This is an optimization exercise on Yosys and OpenROAD, whose aim is small area, not a production implementation. Only simulation tests tie the RTL to the original design; equivalence was not proved. No activity file was given, so power comes from the tool's default toggle rates.

==> design/flow/design.v <==
package mw_writeback_pkg;
    localparam logic [1:0]  M2SEL_ALU    = 2'b00;
    localparam logic [1:0]  M2SEL_DM     = 2'b01;
    localparam logic [1:0]  M2SEL_PC8    = 2'b10;
    localparam logic [31:0] PC_RESET_VAL = 32'h0000_3000;
    localparam logic [31:0] NOP          = 32'h0;
endpackage
module wb_inc8 (
    input  logic [31:0] i_a,
    output logic [31:0] o_y
);
    logic [28:0] w_t;        
    logic [7:0]  w_g;        
    logic [7:0]  w_gc;       
    logic [28:0] w_c;        
    assign w_t = i_a[31:3];
    always_comb begin
        for (int j = 0; j < 8; j++) begin
            w_g[j] = (j == 7) ? w_t[28] : &w_t[4*j +: 4];
        end
        w_gc[0] = 1'b1;
        w_gc[1] = w_g[0];
        w_gc[2] = &w_g[1:0];
        w_gc[3] = &w_g[2:0];
        w_gc[4] = &w_g[3:0];
        w_gc[5] = (&w_g[3:0]) & w_g[4];
        w_gc[6] = (&w_g[3:0]) & (&w_g[5:4]);
        w_gc[7] = (&w_g[3:0]) & (&w_g[6:4]);
        for (int i = 0; i < 29; i++) begin
            case (i % 4)
                0: w_c[i] = w_gc[i/4];
                1: w_c[i] = w_gc[i/4] & w_t[i-1];
                2: w_c[i] = w_gc[i/4] & (&w_t[i-2 +: 2]);
                default: w_c[i] = w_gc[i/4] & (&w_t[i-3 +: 3]);
            endcase
        end
        o_y[31:3] = w_t ^ w_c;
        o_y[2:0]  = i_a[2:0];
    end
endmodule
module grf_dec (
    input  logic        i_reset,
    input  logic        i_we,
    input  logic [4:0]  i_waddr,
    input  logic [4:0]  i_ra1,
    input  logic [4:0]  i_ra2,
    output logic [31:1] o_wen,
    output logic [31:0] o_sel1,
    output logic [31:0] o_sel2
);
    logic [3:0]  w_wlo, w_r1lo, w_r2lo;
    logic [7:0]  w_whi, w_r1hi, w_r2hi;
    logic [31:1] w_wr;       
    always_comb begin
        for (int j = 0; j < 4; j++) begin
            w_wlo[j]  = i_we && (i_waddr[1:0] == 2'(j));
            w_r1lo[j] = (i_ra1[1:0] == 2'(j));
            w_r2lo[j] = (i_ra2[1:0] == 2'(j));
        end
        for (int i = 0; i < 8; i++) begin
            w_whi[i]  = (i_waddr[4:2] == 3'(i));
            w_r1hi[i] = (i_ra1[4:2] == 3'(i));
            w_r2hi[i] = (i_ra2[4:2] == 3'(i));
        end
        for (int k = 1; k < 32; k++) begin
            w_wr[k]   = w_wlo[k % 4] && w_whi[k / 4];
            o_wen[k]  = i_reset || w_wr[k];
            o_sel1[k] = w_r1lo[k % 4] && w_r1hi[k / 4] && !w_wr[k];
            o_sel2[k] = w_r2lo[k % 4] && w_r2hi[k / 4] && !w_wr[k];
        end
        o_sel1[0] = i_we && (i_ra1 == i_waddr) && (i_ra1 != 5'd0);
        o_sel2[0] = i_we && (i_ra2 == i_waddr) && (i_ra2 != 5'd0);
    end
endmodule
module grf_aoi222 (
    input  logic i_a0, i_b0, i_a1, i_b1, i_a2, i_b2,
    output logic o_y
);
    assign o_y = !((i_a0 & i_b0) | (i_a1 & i_b1) | (i_a2 & i_b2));
endmodule
module grf_nand2 (
    input  logic i_a, i_b,
    output logic o_y
);
    assign o_y = !(i_a & i_b);
endmodule
module grf_nand12 (
    input  logic [11:0] i_x,
    output logic        o_y
);
    assign o_y = !(&i_x);
endmodule
module grf_rdport (
    input  logic [1023:0] i_data,    
    input  logic [31:0]   i_sel,     
    output logic [31:0]   o_rd
);
    for (genvar b = 0; b < 32; b++) begin : g_bit
        logic [11:0] w_t;
        for (genvar g = 0; g < 10; g++) begin : g_grp
            grf_aoi222 u_aoi (
                .i_a0(i_data[32*(3*g)   + b]), .i_b0(i_sel[3*g]),
                .i_a1(i_data[32*(3*g+1) + b]), .i_b1(i_sel[3*g+1]),
                .i_a2(i_data[32*(3*g+2) + b]), .i_b2(i_sel[3*g+2]),
                .o_y(w_t[g])
            );
        end
        grf_nand2 u_n30 (.i_a(i_data[32*30 + b]), .i_b(i_sel[30]), .o_y(w_t[10]));
        grf_nand2 u_n31 (.i_a(i_data[32*31 + b]), .i_b(i_sel[31]), .o_y(w_t[11]));
        grf_nand12 u_or (.i_x(w_t), .o_y(o_rd[b]));
    end
endmodule
module mw_writeback #(
    parameter logic [31:0] PC_RESET = mw_writeback_pkg::PC_RESET_VAL
) (
    input  logic        clk,
    input  logic        reset,
    input  logic [31:0] instr_m,
    input  logic [31:0] pc_m,
    input  logic [31:0] alu_m,
    input  logic [31:0] dmrd_m,
    output logic [31:0] instr_w,
    output logic [31:0] pc_w,
    input  logic [4:0]  w_rfdst,
    input  logic        rfwr,
    input  logic [1:0]  m2sel,
    output logic [31:0] wd_w,
    input  logic [4:0]  ra1,
    input  logic [4:0]  ra2,
    output logic [31:0] rd1,
    output logic [31:0] rd2
);
    logic [31:0] r_instr;
    logic [31:0] r_pc;
    logic [31:0] r_alu;
    logic [31:0] r_dmrd;
    logic        r_rst;
    logic [31:0] r_regs [1:31];    
    logic [31:0] w_wd;
    logic [31:0] w_pc8;
    logic        w_sel_alu, w_sel_dm, w_sel_pc8;
    always_ff @(posedge clk) begin
        r_rst  <= reset;
        r_alu  <= alu_m;
        r_dmrd <= dmrd_m;
        if (reset) begin
            r_instr <= mw_writeback_pkg::NOP;
            r_pc    <= PC_RESET;
        end else begin
            r_instr <= instr_m;
            r_pc    <= pc_m;
        end
    end
    wb_inc8 u_inc8 (.i_a(r_pc), .o_y(w_pc8));
    assign w_sel_alu = (m2sel == mw_writeback_pkg::M2SEL_ALU) && !r_rst;
    assign w_sel_dm  = (m2sel == mw_writeback_pkg::M2SEL_DM)  && !r_rst;
    assign w_sel_pc8 = (m2sel == mw_writeback_pkg::M2SEL_PC8);
    logic [31:0] w_wd_n;
    for (genvar b = 0; b < 32; b++) begin : g_wd
        grf_aoi222 u_wd (
            .i_a0(r_alu[b]),  .i_b0(w_sel_alu),
            .i_a1(r_dmrd[b]), .i_b1(w_sel_dm),
            .i_a2(w_pc8[b]),  .i_b2(w_sel_pc8),
            .o_y(w_wd_n[b])
        );
    end
    assign w_wd = ~w_wd_n;
    assign instr_w = r_instr;
    assign pc_w    = r_pc;
    assign wd_w    = w_wd;
    logic [31:1] w_wen;       
    logic [31:0] w_sel1;      
    logic [31:0] w_sel2;
    logic [31:0] w_wdata_r;   
    logic [1023:0] w_rdata;   
    assign w_wdata_r = w_wd & {32{!reset}};
    grf_dec u_dec (
        .i_reset (reset),
        .i_we    (rfwr),
        .i_waddr (w_rfdst),
        .i_ra1   (ra1),
        .i_ra2   (ra2),
        .o_wen   (w_wen),
        .o_sel1  (w_sel1),
        .o_sel2  (w_sel2)
    );
    always_ff @(posedge clk) begin
        for (int k = 1; k < 32; k++) begin
            if (w_wen[k]) r_regs[k] <= w_wdata_r;
        end
    end
    always_comb begin
        w_rdata[31:0] = w_wd;
        for (int k = 1; k < 32; k++) w_rdata[32*k +: 32] = r_regs[k];
    end
    grf_rdport u_rd1 (.i_data(w_rdata), .i_sel(w_sel1), .o_rd(rd1));
    grf_rdport u_rd2 (.i_data(w_rdata), .i_sel(w_sel2), .o_rd(rd2));
endmodule
==> design/flow/flow/run.sh <==
#!/bin/bash
set -euo pipefail
HERE=$(pwd)
cp config.mk config.base.mk
cat >> config.mk <<EOT
export BUFFER_PORTS_ARGS = -buffer_cell sky130_fd_sc_hd__buf_1
export CTS_ARGS = -sink_clustering_enable -repair_clock_nets -dont_use_dummy_load -buf_list sky130_fd_sc_hd__clkbuf_8 -sink_clustering_size 16 -sink_clustering_max_diameter 60
export FASTROUTE_TCL = $HERE/flow/fastroute.tcl
EOT
bash standard.sh > standard.log 2>&1
==> design/flow/flow/fastroute.tcl <==
# Global routing layers: as the platform's fastroute.tcl, but with less of met1
# and met2 offered to the global router, so fewer wires crowd the pin layers.
set_global_routing_layer_adjustment met1 0.45
set_global_routing_layer_adjustment met2 0.3
set_global_routing_layer_adjustment met3 0.2
set_global_routing_layer_adjustment met4 0.2
set_global_routing_layer_adjustment met5 0.2

set_routing_layers -clock $::env(MIN_CLK_ROUTING_LAYER)-$::env(MAX_ROUTING_LAYER)
set_routing_layers -signal $::env(MIN_ROUTING_LAYER)-$::env(MAX_ROUTING_LAYER)
==> design/flow/standard.sh <==
#!/bin/bash
# synth_recipe.tcl (not shown) runs the flow's synth.tcl, then flattens the netlist and writes it again
# the make line also repeats each setting of config.mk as NAME=value (left out here)
make -C /OpenROAD-flow-scripts/flow DESIGN_CONFIG=/design/flow/config.mk WORK_HOME=/design/flow/orfs CLKGATE_MAP_FILE= SYNTH_SCRIPT=/design/flow/synth_recipe.tcl "${@:-finish}"
==> design/flow/config.mk <==
export PLATFORM = sky130hd
export DESIGN_NAME = mw_writeback
export DESIGN_NICKNAME = mw_writeback
export VERILOG_FILES = /design/flow/design.v
export SDC_FILE = /design/flow/constraint.sdc
export NUM_CORES = 4
export LEC_CHECK = 0
export CAP_MARGIN = 10
export CELL_PAD_IN_SITES_DETAIL_PLACEMENT = 1
export CELL_PAD_IN_SITES_GLOBAL_PLACEMENT = 1
export CORE_MARGIN = 2
export CORE_UTILIZATION = 40
export PLACE_DENSITY = 0.6
export SETUP_SLACK_MARGIN = 0.1
export SLEW_MARGIN = 10
export SYNTH_HIERARCHICAL = 1
export BUFFER_PORTS_ARGS = -buffer_cell sky130_fd_sc_hd__buf_1
export CTS_ARGS = -sink_clustering_enable -repair_clock_nets -dont_use_dummy_load -buf_list sky130_fd_sc_hd__clkbuf_8 -sink_clustering_size 16 -sink_clustering_max_diameter 60
export FASTROUTE_TCL = /design/flow/flow/fastroute.tcl
==> design/flow/constraint.sdc <==
create_clock -name core_clock -period 6.5 [get_ports {clk}]
set_input_delay 1.3000 -clock core_clock [delete_from_list [all_inputs] [get_ports {clk}]]
set_output_delay 1.3000 -clock core_clock [all_outputs]
set_load 0.01 [all_outputs]
==> out/results.ini, run 1 <==
[run_status]
status = timing/DRC/antenna clean

[die]
ios = 308
fp-row-count = 121
die_area_um2 = 111000
die_y_um = 334
core_um2 = 108000
initial_core_util = 0.402
die_x_um = 334

[clocking]
ctsResizeCount = 0
cts.sink_count = 1121
root_buffer = clkbuf_8
cts.path.max_buffers = 3
cts_tree = done
cts_max_level = 3
cts_made_buffers = 98
clk_latency_ns = 0.78
clk_pin_slew_worst_paths_ns = 0.10

[logic_synthesis]
syn-cell-area_um2 = 43500
yosys_register_bits = 1121
avgSynthCellArea_um2 = 16.8
syn-instance-count = 2590
synth.distinct_cells = 35
netlist_top_cells_area = edfxtp_1, a222oi_1, dfxtp_1, nand4_1, nand2_1
ys_seq_area_frac = 0.744
ys_warn_count = 10
yosys.area.top_type = edfxtp_1
synth_fp_nets = 2746
yosysTopAreaCellShare = 0.684

[timing]
slew_violations = 0
hold_viol = 0
worst_clock_skew_ns = 0.0732
finalSetupViolCount = 0
fin_ws_ns = 0.400
relSlewSlack = 0.158
post-route-period-util = 0.938
rsz0062_at_grt = no
clock.fmax_ghz = 0.164
min_period_ns = 6.10
worst_pin_slew_ns = 1.26
tns_ns = 0
holdWs_ns = 0.597

[setup_path]
path_max_fanout = 7
path_class = reg2out
path_cells = ha_1 > nand3_2 > nor2_2 > nand4_1 > xnor2_1 > a222oi_1 > inv_1 > a222oi_1 > nand4_1 > or3_1 > buf_1
critical-path-max-stage-delay_ns = 0.79
critPathSlowestCell = a222oi_1
critPathBufInv = 2
start_kind = flip-flop
crit_required_ns = 5.20
endpoint_kind = output pin
crit_arrival_ns = 4.80
cp_top_family = simple AND/OR/NAND/NOR gates

[pwr]
peakVddDrop_uv = 191
p_total_mw = 13.1
p_per_area_nw_per_um2 = 267
p_leak_nw = 16.5

[route]
wire_per_inst_um = 38.3
wirelength_um = 172000
drt-initial-drc-count = 5337
drc = 0
antenna_left = 0
first_pass_iters = 13
vias = 32141
via_per_inst = 7.15

[place]
post-dp-hpwl_um = 100000
post-place-ws_ns = 0.827
io_buffers = 307
place_congestion = 0.981
dpl-instance-area_um2 = 47500

[finish]
fin_nets = 3234
fillCellCount = 10652
final_common_cell = edfxtp_1
stdcell_area_um2 = 49000
final_cell_mix = edfxtp_1, a222oi_1, buf_1
drive_above_1_share = 0.117
area_delta_synth_final_pct = 12.5

[global_routing]
gr-total-overflow = 0
grt_pass1_wl_um = 241000
antenna_found_initial = 4
grt_pass1_vias = 34224
track_usage = 0.353
grt_max_degree = 69

[worst_hold_path]
hp-class = in2reg

[run]
drv_cap = 0

## worst register-to-register path, delay by kind of cell (launching register included)
family	cells	cell delay [ns]
adder cells (fa/ha/maj)	2	0.45
flip-flops	1	0.38
XOR/XNOR	1	0.21
AND/OR/NAND/NOR	5	2.01
AO/OA/AOI/OAI	1	0.15
## routing by layer
metal	GRT usage	vias up	wire, µm
li1	-	12978	-
met1	0.517	16279	62600
met2	0.519	2418	75400
met3	0.153	466	23500
met4	0.183	0	10700
met5	0.00130	-	0
## stage by stage
step                std cells  utilization
floorplan                2590            -
global placement         4389        0.439
detailed placement       4389        0.439
CTS                      4487        0.451
global route             4492        0.452
finish                   4493        0.452
## kinds of logic (layout without fill, tap and decap cells)
family          count (synthesis)  after routing  synth area share
flops                        1121           1121             0.744
simple gates                  687            687            0.0860
compound gates                674            674             0.155
buf+inv                        70            556           0.00736
xor+xnor                       30             30           0.00604
fa+ha+maj                       8              8           0.00230
other cells                     0              3                 0
## modules after synthesis (local to each module, per instance), excerpt
| module | cells | times used |
|---|---|---|
| mw_writeback | 1262 | 1 |
| wb_inc8 | 72 | 1 |
| grf_nand12 | 4 | 64 |
| grf_nand2 | 1 | 128 |
| grf_dec | 200 | 1 |
| grf_aoi222 | 1 | 672 |
## timing repair
item | 4_1_cts | 5_1_grt
buffers inserted | 0 | 1
endpoints found under the hold margin | 0 | 0
hold buffers | 0 | 0
setup endpoints to repair | 0 | 2
## sequential cells by signal (all words and copies together) (netlist names)
register  cells
r_alu        32
r_dmrd       32
r_instr      32
r_pc         32
r_regs      992
r_rst         1
## cells in the mapped netlist
| master | n |
|---|---|
| nor3_1 | 65 |
| or2_1 | 4 |
| or4b_4 | 1 |
| nand2_1 | 142 |
| or3_1 | 66 |
| buf_1 | 4 |
| a222oi_1 | 672 |
| nor3b_1 | 1 |
| inv_1 | 35 |
| nand4_1 | 200 |
| nand2b_1 | 6 |
| and2_1 | 1 |
| o211ai_1 | 2 |
| xnor2_1 | 21 |
| nand3b_1 | 6 |
| nor2_1 | 73 |
| nand4bb_1 | 3 |
| buf_6 | 1 |
| or3b_2 | 4 |
| nand3_1 | 9 |
| xor2_1 | 9 |
| nand4b_1 | 3 |
| or2_2 | 32 |
| nor2b_1 | 63 |
| nor2_2 | 1 |
| buf_4 | 9 |
| edfxtp_1 | 992 |
| and3_1 | 1 |
| nand3_2 | 3 |
| dfxtp_1 | 129 |
| nor4_4 | 1 |
| ha_1 | 8 |
| nor4_1 | 2 |
| buf_2 | 13 |
| clkbuf_1 | 8 |
## cell type report
cell class	instances	area (µm²)	area share
well taps	1414	1770	0.0361
repair buffers	423	2040	0.0417
multi-input cells	1399	11300	0.231
clock buffers	98	1350	0.0275
flip-flops and latches	1121	32400	0.661
diodes	3	7.51	0.000153
inverters	35	131	0.00268
## worst paths after layout
| check | endpoint | depth (start not counted) | slack (ns) | start |
|---|---|---|---|---|
| max | rd2[26] | 11 | 0.40 | r_pc[3]$_SDFF_PP0_ |
| min | r_dmrd[29]$_DFF_P_ | 1 | 0.60 | dmrd_m[29] |
| max reg2reg | r_regs[12][28]$_DFFE_PP_ | 9 | 2.88 | r_pc[3]$_SDFF_PP0_ |
| min reg2reg | r_regs[20][22]$_DFFE_PP_ | 2 | 0.93 | r_dmrd[22]$_DFF_P_ |
## power breakdown
part	leakage, nW	switching, mW	internal [mW]
sequential	11.6	0.199	8.27
combinational	4.24	0.821	0.238
clock	0.705	2.22	1.34
total	16.5	3.24	9.85
==> inputs of run 2 (changes only) <==
==> design/flow/flow/run.sh (replaced) <==
#!/bin/bash
set -euo pipefail
HERE=$(pwd)
cp config.mk config.base.mk
cat >> config.mk <<EOT
export BUFFER_PORTS_ARGS = -buffer_cell sky130_fd_sc_hd__buf_1
export CTS_ARGS = -sink_clustering_enable -repair_clock_nets -dont_use_dummy_load -buf_list sky130_fd_sc_hd__clkbuf_8 -sink_clustering_size 18 -sink_clustering_max_diameter 70
export FASTROUTE_TCL = $HERE/flow/fastroute.tcl
EOT
bash standard.sh > standard.log 2>&1
--- a/design/flow/config.mk
+++ b/design/flow/config.mk
@@ -15,5 +15,5 @@
 export SLEW_MARGIN = 10
 export SYNTH_HIERARCHICAL = 1
 export BUFFER_PORTS_ARGS = -buffer_cell sky130_fd_sc_hd__buf_1
-export CTS_ARGS = -sink_clustering_enable -repair_clock_nets -dont_use_dummy_load -buf_list sky130_fd_sc_hd__clkbuf_8 -sink_clustering_size 16 -sink_clustering_max_diameter 60
+export CTS_ARGS = -sink_clustering_enable -repair_clock_nets -dont_use_dummy_load -buf_list sky130_fd_sc_hd__clkbuf_8 -sink_clustering_size 18 -sink_clustering_max_diameter 70
 export FASTROUTE_TCL = /design/flow/flow/fastroute.tcl
==> run 2 against run 1 <==
  * Largest power group unchanged
  * Critical path depth unchanged
  * Combinational power is essentially flat
  * Flip-flop and latch count stayed put
  * Critical path type unchanged
==> out/results.ini, run 2 <==
[run]
drv_cap = 0  ; unchanged

[finish]
final_cell_mix = edfxtp_1, a222oi_1, buf_1
largest_register_ffs = 992  ; unchanged
final_cells = 4473  ; -0.45%
area_delta_synth_final_pct = 11.8
largest-register = r_regs
fin_nets = 3213  ; -0.65%
final_common_cell = edfxtp_1
drive_above_1_share = 0.111  ; -0.00607

[pwr]
combPwrFrac = 0.083  ; +0.002
p_per_area_nw_per_um2 = 262  ; -1.9%
clockPowerShare = 0.253  ; -0.019
peakVddDrop_uv = 189  ; -0.96%
p_seq_frac = 0.664  ; +0.017
intPower_mw = 9.56  ; -2.9%
p_switching_mw = 3.19  ; -1.4%
p_leak_nw = 16.4  ; -0.92%
switching_share = 0.250  ; +0.00291

[place]
io_buffers = 307  ; unchanged
post-place-ws_ns = 0.827  ; unchanged
post-dp-hpwl_um = 100000  ; unchanged
place_congestion = 0.981  ; unchanged
placedCellCount = 4389  ; unchanged

[setup_path]
path_max_fanout = 7  ; unchanged
start_kind = flip-flop
endpoint_kind = output pin
path_class = reg2out
crit_required_ns = 5.20  ; about the same
crit_arrival_ns = 4.84  ; +0.04 ns

[clocking]
cts_max_level = 3  ; unchanged
cts_made_buffers = 76  ; -22%
clk_latency_ns = 0.77  ; about the same
ctsResizeCount = 0  ; unchanged
root_buffer = clkbuf_8
cts.sink_count = 1121  ; unchanged
cts.path.max_buffers = 3  ; unchanged
clk_pin_slew_worst_paths_ns = 0.12  ; +0.02 ns
cts_tree = done

[die]
die_y_um = 334  ; unchanged
die_area_um2 = 111000  ; unchanged
core_um2 = 108000  ; unchanged
fp-row-count = 121  ; unchanged
die_x_um = 334  ; unchanged
ios = 308  ; unchanged
initial_core_util = 0.402  ; unchanged

[global_routing]
grt_pass1_wl_um = 241000  ; about the same
antenna_found_initial = 6  ; +2
grt_pass1_vias = 34065  ; -0.46%
gr-total-overflow = 0  ; unchanged
track_usage = 0.353  ; about the same
grt_max_degree = 69  ; unchanged

[logic_synthesis]
syn-cell-area_um2 = 43500  ; unchanged
ys_top_cells_by_count = edfxtp_1, a222oi_1, nand4_1, nand2_1, dfxtp_1
yosys_register_bits = 1121  ; unchanged
avgSynthCellArea_um2 = 16.8  ; unchanged
synth.distinct_cells = 35  ; unchanged
async_flop_share = 0  ; unchanged
synthMostInstantiatedCell = edfxtp_1
yosysTopAreaCellShare = 0.684  ; unchanged
synth_fp_nets = 2746  ; unchanged
synth_edf_count = 992  ; unchanged
netlist_top_cells_area = edfxtp_1, a222oi_1, dfxtp_1, nand4_1, nand2_1
syn-instance-count = 2590  ; unchanged
synth_ff_type = edfxtp_1
yosys.area.top_type = edfxtp_1
ys_seq_area_frac = 0.744  ; unchanged
ys_warn_count = 10  ; unchanged

[timing]
min_period_ns = 6.14  ; +0.0415 ns
tns_ns = 0  ; unchanged
slew_violations = 0  ; unchanged
clock.fmax_ghz = 0.163  ; -0.68%
holdWs_ns = 0.604  ; +0.00741 ns
relSlewSlack = 0.155  ; -0.00246
hold_viol = 0  ; unchanged
rsz0062_at_grt = no
fin_ws_ns = 0.358  ; -0.0415 ns
worst_clock_skew_ns = 0.0712  ; -0.00202 ns
finalSetupViolCount = 0  ; unchanged
worst_pin_slew_ns = 1.27  ; +0.00369 ns
post-route-period-util = 0.945  ; +0.00638

[route]
drt-initial-drc-count = 5473  ; +2.5%
first_pass_iters = 12  ; -1
vias = 32168  ; +0.084%
drc = 0  ; unchanged
wire_per_inst_um = 38.5  ; +0.46%
via_per_inst = 7.19  ; +0.53%
wirelength_um = 172000  ; about the same
antenna_left = 0  ; unchanged

[run_status]
status = timing/DRC/antenna clean

[worst_hold_path]
hp-class = in2reg

[run 2: metrics by stage]
stage,util,power (mW),instance area (µm²)
3_3_place_gp,0.439,9.61,47500
6_report,0.449,12.8,48700
3_5_place_dp,0.439,9.67,47500
2_1_floorplan,-,9.03,43500
5_1_grt,0.449,13.1,48700
4_1_cts,0.448,12.8,48600
[run 2: path summary, 6_finish.rpt]
check,startpoint,to,slack [ns],cells after the start
max,r_pc[3]$_SDFF_PP0_,rd2[26],0.36,11
min,alu_m[9],r_alu[9]$_DFF_P_,0.60,1
max reg2reg,r_pc[3]$_SDFF_PP0_,r_regs[13][28]$_DFFE_PP_,2.98,9
min reg2reg,r_dmrd[22]$_DFF_P_,r_regs[1][22]$_DFFE_PP_,0.94,2
[run 2: power groups by stage]
stage,combinational (mW),clock [mW],sequential [mW]
2_1_floorplan,0.457,0,8.57
3_3_place_gp,1.02,0,8.59
3_5_place_dp,1.04,0,8.63
4_1_cts,1.04,3.30,8.46
5_1_grt,1.12,3.51,8.51
6_report,1.06,3.23,8.47
[run 2: routing by layer]
layer | global-route usage | vias up | share of wire | wire length [µm]
met5 | 0.00434 | - | 0.00034 | 58
met4 | 0.171 | 6 | 0.055 | 9540
met3 | 0.150 | 412 | 0.14 | 23300
met2 | 0.522 | 2326 | 0.44 | 76200
met1 | 0.524 | 16497 | 0.37 | 63100
li1 | - | 12927 | - | -
[run 2: kinds of logic (layout without fill, tap and decap cells)]
group                      count (synthesis)  after routing  synth area share
other                                      0              4                 0
xor gates and xnor gates                  30             30           0.00604
DFF                                     1121           1121             0.744
AOI/OAI and AO/OA                        674            674             0.155
adders and majority gates                  8              8           0.00230
buffers and inverters                     70            535           0.00736
and+or+nand+nor                          687            687            0.0860
[run 2: Yosys stat by module, one instance, submodules excluded, excerpt]
module        flip-flops and latches  times used  cells  area [µm²]
grf_aoi222                         0         672      1        10.0
grf_dec                            0           1    200        1110
grf_nand12                         0          64      4        25.0
grf_nand2                          0         128      1        3.75
mw_writeback                    1121           1   1262       33100
wb_inc8                            0           1     72         524
[run 2: layout make-up]
cell class / count / area (µm²)
Multi-Input combinational cell: 1399 / 11300
Timing Repair Buffer: 424 / 2060
Inverter: 35 / 131
Tap cell: 1414 / 1770
Fill cell: 10649 / 59700
Sequential cell: 1121 / 32400
Antenna cell: 4 / 10.0
Clock buffer: 76 / 1050
[run 2: worst max-delay path, cell delays in order, from the launching register on]
cell	delay [ns]
dfxtp_1	0.39
ha_1	0.22
nand3_2	0.18
nor2_2	0.35
nand4_1	0.18
xnor2_1	0.20
a222oi_1	0.79
inv_1	0.25
a222oi_1	0.48
nand4_1	0.29
or3_1	0.54
buf_1	0.18
[run 2: what timing repair did]
action	4_1_cts	5_1_grt
hold buffers	0	0
setup buffers	0	1
endpoints found under the setup margin	0	2

==> what the ideal ports hide <==
No port has a modelled driver above. Below, the same layouts with a new extraction and two added sets of constraints.
Step 1 assumes that a clkbuf_16 drives the clock port and a buf_2 every other input.
Step 2 moves the port delays by t, midway between the first and last clock arrival at a register: inputs arrive t later, outputs are due t later. That takes back most of the time a late clock gives input paths.
a / b / c = no drivers / after step 1 / after step 2; a / b = the first two.
| run | t (ns) | slack for setup (ns) | worst hold slack (ns) | latest minus earliest clock arrival (ns) | cell pins on the clock port's net |
|---|---|---|---|---|---|
| run 1 | 0.819 | 0.400 / 0.333 / 0.580 | 0.597 / 0.569 / 0.930 | 0.080 / 0.081 | 1 |
| run 2 | 0.808 | 0.358 / 0.290 / 0.740 | 0.604 / 0.570 / 0.944 | 0.081 / 0.081 | 1 |
After both steps every run listed still meets setup and hold.
